What follows belongs to an exercise in optimizing a design on an open flow for small area, a short achievable clock period and few clock cycles per item; a production flow would make more cautious choices.
Function was checked by simulation only, so behaviour that the tests miss may differ from the original.

==> build 62: inputs <==
==> flow/design.v (excerpt) <==
module mulDivUnit
#(
  parameter int dataWidth = 32
) (
  input  logic                 clk,
  input  logic                 rstN,
  input  logic                 inReq,
  output logic                 inAck,
  input  logic [2:0]           opCode,
  input  logic [dataWidth-1:0] lOp,
  input  logic [dataWidth-1:0] rOp,
  output logic                 outReq,
  input  logic                 outAck,
  output logic [dataWidth-1:0] result,
  output logic                 divByZero,
  output logic                 divOverflow
);
  localparam int W = 37;
  logic sMul, sPrep, sAl, sIt, sFin;
  logic oAckQ;
  logic [2:0] op;
  logic [33:0] A;       
  logic [W-1:0] H;      
  logic [31:0] L;       
  logic off;            
  logic [5:0] cnt;      
  logic [5:0] clzA, clzH;  
  logic [5:0] itc;      
  logic zf;             
  logic negRes;
  logic dzR;
  logic ovR;
  logic b0one, b0two, b0neg, b1one, b1two, b1neg;
  logic isIdle;
  assign isIdle = !(sMul || sPrep || sAl || sIt || sFin);
  logic lastMul, lastIt, finishing, outFree, loadPorts, capture;
  assign lastMul = sMul && zf;
  assign lastIt = sIt && zf && !op[1] && !negRes;
  assign finishing = lastMul || lastIt || sFin;
  assign outFree = !outReq && !oAckQ;
  ...
==> flow/config.mk <==
export PLATFORM = sky130hd
export DESIGN_NAME = mulDivUnit
export DESIGN_NICKNAME = mulDivUnit
export VERILOG_FILES = /design/flow/design.v
export SDC_FILE = /design/flow/constraint.sdc
export NUM_CORES = 4
export LEC_CHECK = 0
export ABC_AREA = 1
export CAP_MARGIN = 20
export CORE_MARGIN = 2
export CORE_UTILIZATION = 40
export SETUP_SLACK_MARGIN = 0.3
export SLEW_MARGIN = 20
==> flow/constraint.sdc <==
create_clock -name core_clock -period 5.0 [get_ports {clk}]
set_input_delay 1.0000 -clock core_clock [delete_from_list [all_inputs] [get_ports {clk}]]
set_output_delay 1.0000 -clock core_clock [all_outputs]
set_load 0.01 [all_outputs]
standard.sh (not shown) runs the stock make flow with config.mk's settings and CLKGATE_MAP_FILE= SYNTH_SCRIPT=/design/flow/synth_recipe.tcl, a recipe that flattens the netlist after the stock synthesis.
==> flow/flow/run.sh <==
#!/bin/bash
cp standard.sh standard_sh_copy.log
export BUFFER_PORTS_ARGS="-buffer_cell sky130_fd_sc_hd__buf_2"
bash standard.sh > standard.log 2>&1
==> trial 90 (differences from build 62) <==
==> flow/design.v (replaced) <==
package mulDivOpPkg;
  typedef enum logic [2:0] {
    opMul    = 3'b000,
    opMulh   = 3'b001,
    opMulhsu = 3'b010,
    opMulhu  = 3'b011,
    opDiv    = 3'b100,
    opDivu   = 3'b101,
    opRem    = 3'b110,
    opRemu   = 3'b111
  } opCodeT;
  function automatic logic isDivOp(input logic [2:0] op);
    isDivOp = op[2];
  endfunction
  function automatic logic lOpSigned(input logic [2:0] op);
    lOpSigned = (op == 3'b001) || (op == 3'b100) || (op == 3'b110);
  endfunction
  function automatic logic rOpSigned(input logic [2:0] op);
    rOpSigned = (op == 3'b001) || (op == 3'b010) || (op == 3'b100) || (op == 3'b110);
  endfunction
  function automatic logic wantsHigh(input logic [2:0] op);
    wantsHigh = (op == 3'b001) || (op == 3'b010) || (op == 3'b011);
  endfunction
  function automatic logic wantsRemainder(input logic [2:0] op);
    wantsRemainder = (op == 3'b110) || (op == 3'b111);
  endfunction
endpackage
package mulDivCtrlPkg;
  typedef enum logic [1:0] {
    stIdle,
    stBusy,
    stOffer,
    stRelease
  } stageStateT;
  typedef enum logic [1:0] {
    kIdle,
    kRun,
    kDone
  } kernelStateT;
endpackage
`timescale 1ns/1ps
module mulDivUnit
#(
  parameter int dataWidth = 32
) (
  input  logic                 clk,
  input  logic                 rstN,
  input  logic                 inReq,
  output logic                 inAck,
  input  logic [2:0]           opCode,
  input  logic [dataWidth-1:0] lOp,
  input  logic [dataWidth-1:0] rOp,
  output logic                 outReq,
  input  logic                 outAck,
  output logic [dataWidth-1:0] result,
  output logic                 divByZero,
  output logic                 divOverflow
);
  localparam int W = 37;
  logic sMul, sPrep, sIt, sFin;
  logic [2:0] op;
  logic [33:0] A;       
  logic [33:0] H;       
  logic [31:0] L;       
  logic negN;           
  logic offR;           
  logic [5:0] clzA, clzH;  
  logic [4:0] itc;      
  logic zf;             
  logic negRes;
  logic dzR;
  logic ovR;
  logic b0one, b0two, b0neg, b1one, b1two, b1neg;
  logic isIdle;
  assign isIdle = !(sMul || sPrep || sIt || sFin);
  logic lastMul, lastIt, finishing, outFree, loadPorts, capture;
  assign lastMul = sMul && zf;
  assign lastIt = sIt && zf && !op[1] && !negRes;
  assign finishing = lastMul || lastIt || sFin;
  assign outFree = !outReq && !outAck;
  assign loadPorts = isIdle || (finishing && outFree);
  assign capture = loadPorts && inReq && !inAck;
  logic negD;
  assign negD = A[33];
  logic [W-1:0] aExt, a2Ext;
  assign aExt = {{(W-34){A[33]}}, A};
  assign a2Ext = {aExt[W-2:0], 1'b0};
  logic [W-1:0] in0, in1, in2, pp1;
  assign in1 = ((b0one ? aExt : '0) | (b0two ? a2Ext : '0)) ^ {W{b0neg}};
  assign pp1 = ((b1one ? aExt : '0) | (b1two ? a2Ext : '0)) ^ {W{b1neg}};
  assign in2 = {pp1[W-3:0], b1neg, b1neg};
  assign in0 = {{(W-34){H[33]}}, H};
  logic c0, cin;
  assign c0 = b0neg;
  assign cin = (sMul && b1neg) || (sFin && op[1] && offR);
  logic [W-1:0] csaS, csaC, sum;
  assign csaS = in0 ^ in1 ^ in2;
  assign csaC = {(in0[W-2:0] & in1[W-2:0]) | (in0[W-2:0] & in2[W-2:0]) | (in1[W-2:0] & in2[W-2:0]), c0};
  logic [W:0] pg, pp, gg;
  always_comb begin
    pg = {csaS & csaC, cin};
    pp = {csaS ^ csaC, 1'b0};
    gg = pg;
    for (int l = 0; l < 6; l++) begin
      for (int i = W; i >= 0; i--) begin
        if (((i >> l) & 1) == 1) begin
          gg[i] = gg[i] | (pp[i] & gg[((i >> l) << l) - 1]);
          pp[i] = pp[i] & pp[((i >> l) << l) - 1];
        end
      end
    end
  end
  assign sum = (csaS ^ csaC) ^ gg[W-1:0];
  logic q;
  assign q = sum[W-1] ^ !negN;
  function automatic logic [2:0] booth(input logic [2:0] b);
    booth[2] = b[1] ^ b[0];
    booth[1] = (b[2] & ~b[1] & ~b[0]) | (~b[2] & b[1] & b[0]);
    booth[0] = b[2];
  endfunction
  function automatic logic [5:0] clz32(input logic [31:0] v);
    clz32 = 6'd32;
    for (int i = 0; i < 32; i++) begin
      if (v[i]) clz32 = 6'(31 - i);
    end
  endfunction
  logic [6:0] sh;
  assign sh = {1'b0, clzA} + {6'd0, negN} - {1'b0, clzH};
  logic dzV, ovV;
  assign dzV = clzA[5] && !negD;
  assign ovV = negN && negD && clzA[5] && (H[30:0] == 31'd0);
  logic divOpP, negNP, negDP;
  assign divOpP = opCode[2];
  assign negNP = ((opCode == 3'd4) || (opCode == 3'd6)) && rOp[31];
  assign negDP = ((opCode == 3'd4) || (opCode == 3'd6)) && lOp[31];
  logic [31:0] res;
  always_comb begin
    if (sIt) res = {L[30:0], q};
    else if (sFin || (op == 3'd3)) res = sum[31:0];
    else if (op == 3'd0) res = {sum[3:0], L[31:4]};
    else res = sum[35:4];
  end
  logic [4:0] shC;
  assign shC = sh[4:0] | {5{sh[5]}};
  logic [33:0] aAl;
  always_comb begin
    aAl = A;
    if (shC[0]) aAl = {aAl[32:0], 1'b0};
    if (shC[1]) aAl = {aAl[31:0], 2'b00};
    if (shC[2]) aAl = {aAl[29:0], 4'h0};
    if (shC[3]) aAl = {aAl[25:0], 8'h00};
    if (shC[4]) aAl = {aAl[17:0], 16'h0000};
  end
  always_ff @(posedge clk) begin
    if (!rstN) begin
      sMul <= 1'b0;
      sPrep <= 1'b0;
      sIt <= 1'b0;
      sFin <= 1'b0;
      inAck <= 1'b0;
      outReq <= 1'b0;
    end else begin
      if (capture) begin
        inAck <= 1'b1;
      end else if (!inReq) begin
        inAck <= 1'b0;
      end
      if (finishing && outFree) begin
        outReq <= 1'b1;
      end else if (outAck) begin
        outReq <= 1'b0;
      end
      if (loadPorts) begin
        sMul <= capture && !divOpP;
        sPrep <= capture && divOpP;
        sIt <= 1'b0;
        sFin <= 1'b0;
      end else if (sPrep) begin
        sPrep <= 1'b0;
        sFin <= dzV || sh[6];
        sIt <= !dzV && !sh[6];
      end else if (sIt && !lastIt) begin
        if (zf) begin
          sIt <= 1'b0;
          sFin <= 1'b1;
        end
      end
    end
  end
  always_ff @(posedge clk) begin
    if (finishing && outFree) begin
      result <= res;
      divByZero <= dzR;
      divOverflow <= ovR;
    end
    if (loadPorts) begin
      op <= opCode;
      A <= {{2{mulDivOpPkg::lOpSigned(opCode) && lOp[31]}}, lOp};
      L <= rOp;
      H <= !divOpP ? '0 : {{2{negNP}}, rOp};
      negN <= divOpP && negNP;
      offR <= 1'b0;
      itc <= (opCode == 3'd3) ? 5'd8 : 5'd7;
      zf <= 1'b0;
      clzA <= clz32(negDP ? ~lOp : lOp);
      clzH <= clz32(negNP ? ~rOp : rOp);
      dzR <= 1'b0;
      ovR <= 1'b0;
      {b0one, b0two, b0neg} <= booth({rOp[1:0], 1'b0});
      {b1one, b1two, b1neg} <= booth(rOp[3:1]);
    end else if (sMul) begin
      if (!zf) begin
        H <= {sum[W-1], sum[W-1:4]};
        L <= {sum[3:0], L[31:4]};
        itc <= itc - 5'd1;
        zf <= (itc == 5'd1);
        if ((itc == 5'd1) && (op == 3'd3)) begin
          {b0one, b0two, b0neg} <= booth({2'b00, L[3]});
          {b1one, b1two, b1neg} <= 3'b000;
        end else begin
          {b0one, b0two, b0neg} <= booth(L[5:3]);
          {b1one, b1two, b1neg} <= booth(L[7:5]);
        end
      end
    end else if (sPrep) begin
      L <= 32'd0;
      itc <= shC;
      zf <= (sh == 7'd0);
      negRes <= op[1] ? negN : (negN ^ negD);
      dzR <= dzV;
      ovR <= ovV;
      if (dzV || sh[6]) begin
        if (!op[1]) begin
          A <= {34{dzV}};
          H <= '0;
        end
        {b0one, b0two, b0neg} <= {!op[1], 1'b0, 1'b0};
        {b1one, b1two, b1neg} <= 3'b000;
      end else begin
        A <= aAl;
        {b0one, b0two, b0neg} <= {1'b1, 1'b0, !(negN ^ negD)};
        {b1one, b1two, b1neg} <= {1'b0, 1'b0, negN};
      end
    end else if (sIt && !lastIt) begin
      L <= {L[30:0], q};
      offR <= negN;
      {b1one, b1two, b1neg} <= 3'b000;
      itc <= itc - 5'd1;
      zf <= (itc == 5'd1);
      if (zf && !op[1]) begin
        A <= {2'b00, L[30:0], q};
        H <= '0;
        {b0one, b0two, b0neg} <= 3'b101;
      end else begin
        H <= sum[33:0];
        if (zf) begin
          b0one <= !q;
          b0neg <= negN ^ negD;
        end else begin
          A <= {A[33], A[33:1]};
          b0neg <= !((negN ? q : !q) ^ negD);
        end
      end
    end
  end
endmodule
Settings changed: CTS_BUF_LIST set to sky130_fd_sc_hd__clkbuf_8, GPL_TIMING_DRIVEN set to 0.
==> comparison table <==
| metric | trial 90 | build 62 |
|---|---|---|
| Worst R2R Path Depth | 20 | 29 |
| Highest Signal Layer | met5 | met4 |
| Final Cell Area | 17900 um^2 | 18300 um^2 |
| Core Footprint | 38600 um^2 | 39700 um^2 |
| Post-Synth Simple-Gate Area | 16.0% | 16.8% |
| Share of the yosys chip area belonging to registers | 32.4% | 33.4% |
| Finished Layout Cells | 2666 | 2671 |
| Layout fillers | 3968 | 4018 |
| Met2 routed WL | 32600 um | 25300 um |
| Number of storage elements in the synthesis netlist | 172 | 183 |
| Clock Skews | 0.0250 ns | 0.0165 ns |
| Post-layout minimum cycle time | 4.64 ns | 4.51 ns |
| Endpoint arrival time on the critical path | 4.91 ns | 4.69 ns |
| Cell count after synthesis | 1982 | 2036 |
| Pin count of the biggest net entering global routing | 32 | 65 |
| Die Span X | 202 um | 205 um |
| Status | timing/DRC/antenna clean | timing/DRC/antenna clean |
| Total stage count of the critical path | 20 | 29 |
| Synth Area in XOR/XNOR | 8.70% | 11.8% |
| Final nets | 2300 | 2296 |
Testbench counts of build 62, summed over its fixed seeds: cycles 17,171, items 2,048.
Testbench counts of trial 90, summed over its fixed seeds: cycles 15,179, items 2,048.

==> static timing again, ports no longer ideal <==
In the flow no input, the clock included, has a driving cell. The finished layouts below were timed again as built, in two steps. Step 1 (the two cells are an assumption about what drives the block):
set clk [get_ports {clk}]
set_driving_cell -lib_cell sky130_fd_sc_hd__clkbuf_16 $clk
set_driving_cell -lib_cell sky130_fd_sc_hd__buf_2 [delete_from_list [all_inputs] $clk]
Step 2 moves the port delays by t, midway between the first and last clock arrival at a register: inputs arrive t later, outputs are due t later. That takes back most of the time a late clock gives input paths. Slacks: ideal ports / drivers / drivers and shift; pairs: ideal ports / drivers.
run | shift t [ns] | setup slack, ns | worst hold slack (ns) | slew at the worst register clock pin (ns)
build 62 | 0.535 | 0.493 / 0.493 / 0.493 | 0.443 / 0.443 / 0.443 | 0.08 / 0.08
trial 90 | 0.581 | 0.362 / 0.362 / 0.362 | 0.452 / 0.452 / 0.452 | 0.11 / 0.11
After both steps setup and hold are still met in every run listed.
